Source: an optimization exercise on an open RTL-to-GDS flow (aim: small area and a short achievable clock period). Production flows keep margins and buffers that such runs may drop. Only simulation tests tie the RTL to the original design; equivalence was not proved. No activity file was given, so power comes from the tool's default toggle rates.

## cpuCore
module cpuCore (
	input  logic        aluClk,
	input  logic        rst,
	input  logic [15:0] instr,
	input  logic [9:0]  instrPc,
	output logic [7:0]  accA,
	output logic [7:0]  accB,
	output logic        carry,
	output logic        branchTaken,
	output logic [9:0]  branchDir
);
Settings: LEC_CHECK=0, CAP_MARGIN=20, CORE_MARGIN=2, CORE_UTILIZATION=50, CTS_BUF_LIST=sky130_fd_sc_hd__clkbuf_8, CTS_CLUSTER_DIAMETER=45, CTS_CLUSTER_SIZE=18, SETUP_SLACK_MARGIN=1.3, SLEW_MARGIN=20; clock period 3.5 ns.
run.sh (not shown) runs the stock make flow with config.mk's settings and CLKGATE_MAP_FILE= SYNTH_SCRIPT=/design/flow/synth_recipe.tcl, a recipe that flattens the netlist after the stock synthesis.
Change:
- CORE_UTILIZATION: 50 -> 56
Wire length came out higher by a few percent; register-to-register slack hardly moves; worst setup slack got worse by 0.012 ns; clock-buffer cell count came out lower by 5; hold slack degrades by 0.055 ns.
Change:
- CORE_UTILIZATION: 56 -> 50
- SETUP_SLACK_MARGIN: 1.3 -> 1.25
After rerunning: Fmax climbs by about 1.3%; global-route usage drops by 5.4 points; combinational power drops by about 5%; via count drops by 1.6%; total power climbs by 0.79%; register-to-register slack gets better by 0.03 ns; setup slack gets better by 0.031 ns; sequential power barely changes; final area drops by about 1.4%; final cell count climbs by about 1.4%.
Change:
- CORE_UTILIZATION: 50 -> 53
- SETUP_SLACK_MARGIN: 1.25 -> 1.15
What happened: The changed run ran to the end with no violations. Clock-buffer cell count rose by 4. First-iteration DRC count decreases by 5.0%. Combinational power goes up by about 4%. Power rises by 1.1%. Flip-flop and latch count is unchanged. Fmax went down by 2.4%. Worst setup slack is worse by 0.060 ns. Core utilization rose by 4.7 points. Non-clock buffer count is higher by 187. Cell count came out higher by 0.68%. Register-to-register slack gets worse by 0.06 ns.

---

== build 12 ==
Starting RTL as in the previous note.
Settings: LEC_CHECK=0, CAP_MARGIN=20, CORE_MARGIN=2, CORE_UTILIZATION=50, CTS_BUF_LIST=sky130_fd_sc_hd__clkbuf_8, CTS_CLUSTER_DIAMETER=45, CTS_CLUSTER_SIZE=18, SETUP_SLACK_MARGIN=1.2, SLEW_MARGIN=20; clock period 3.5 ns.
Build 12: all stages complete, timing, DRC and antenna checks passed
diff inputs: build 12 => build 91
# build 12
export LEC_CHECK = 0
export CAP_MARGIN = 20
export CORE_MARGIN = 2
export CORE_UTILIZATION = 50
export CTS_BUF_LIST = sky130_fd_sc_hd__clkbuf_8
export CTS_CLUSTER_DIAMETER = 45
export CTS_CLUSTER_SIZE = 18
export SETUP_SLACK_MARGIN = 1.2
export SLEW_MARGIN = 20
create_clock -name core_clock -period 3.5 [get_ports {aluClk}]
# build 91
export LEC_CHECK = 0
export CAP_MARGIN = 20
export CORE_MARGIN = 2
export CORE_UTILIZATION = 50
export SETUP_SLACK_MARGIN = 1.3
export SLEW_MARGIN = 20
create_clock -name core_clock -period 3.5 [get_ports {aluClk}]
==> comparison <==
Build 91 reached the final stage; the timing, design-rule and antenna checks on its layout passed. Cell count (lower): build 12. Between build 12 and build 91, the part of the total power dissipated in sequential elements is higher for build 12. In build 91 relative to build 12, global-route wire length before repair had gone up slightly. Build 12 ended up with rA[0] as its worst setup path startpoint; build 91 ended up with rB[0]. Relative to build 12, share of the final layout cell area in multi-input gates has decreased by 0.17 points in build 91.
diff inputs: build 91 => build 85
# build 91
export LEC_CHECK = 0
export CAP_MARGIN = 20
export CORE_MARGIN = 2
export CORE_UTILIZATION = 50
export SETUP_SLACK_MARGIN = 1.3
export SLEW_MARGIN = 20
create_clock -name core_clock -period 3.5 [get_ports {aluClk}]
# build 85
export LEC_CHECK = 0
export CAP_MARGIN = 20
export CORE_MARGIN = 2
export CORE_UTILIZATION = 50
export SETUP_SLACK_MARGIN = 1.1
export SLEW_MARGIN = 20
create_clock -name core_clock -period 3.5 [get_ports {aluClk}]
--- outcome ---
- Looking at required time reported for the critical path endpoint, build 85 sits 0.18 ns below build 91.
- Sequential share of layout area in build 85 is 0.94 points higher than in build 91
- Total power: build 91 vs build 85 — no meaningful difference
- Between build 85 and build 91, the average wire length per cell after detail routing does not differ in any meaningful way.
- Summary: with build 91 as the reference, via count in build 85 moved down slightly.
- Summary: worst setup slack, build 85 worse than build 91

[static timing again, ports no longer ideal]
No port has a modelled driver above. Below, the same layouts with a new extraction and two added sets of constraints.
Step 1 (the two cells are an assumption about what drives the block):
set clk [get_ports {aluClk}]
set_driving_cell -lib_cell sky130_fd_sc_hd__clkbuf_16 $clk
set_driving_cell -lib_cell sky130_fd_sc_hd__buf_2 [delete_from_list [all_inputs] $clk]
Step 2 times the ports against the registers' clock, not the clock port: input delays grow and output delays shrink by t, the midpoint of the rising clock arrivals with the driver on.
a / b / c = no drivers / after step 1 / after step 2; a / b = the first two.
| run | shift t [ns] | slack for setup (ns) | worst hold slack (ns) | worst setup path after step 2 |
|---|---|---|---|---|
| the first run of note 1 | 1.107 | 0.999 / 0.999 / 0.224 | 0.102 / 0.050 / 0.332 | input to register |
| the second run of note 1 | 1.040 | 0.988 / 0.988 / 0.256 | 0.047 / -0.006 / 0.331 | input to register |
| the third run of note 1 | 1.095 | 1.019 / 1.019 / 0.135 | 0.144 / 0.093 / 0.332 | input to register |
| the fourth run of note 1 | 1.077 | 0.959 / 0.959 / 0.058 | 0.164 / 0.108 / 0.332 | input to register |
| build 12 | 1.103 | 1.020 / 1.020 / 0.041 | 0.168 / 0.117 / 0.335 | input to register |
| build 91 | 0.985 | 1.031 / 1.031 / 0.272 | 0.213 / 0.149 / 0.323 | input to register |
| build 85 | 0.980 | 0.996 / 0.996 / 0.052 | 0.243 / 0.179 / 0.322 | input to register |
After both steps setup and hold are still met in every run listed. For build 12, which loses most, drivers alone change the setup slack by 0.000 ns; drivers and shift together by -0.979 ns.
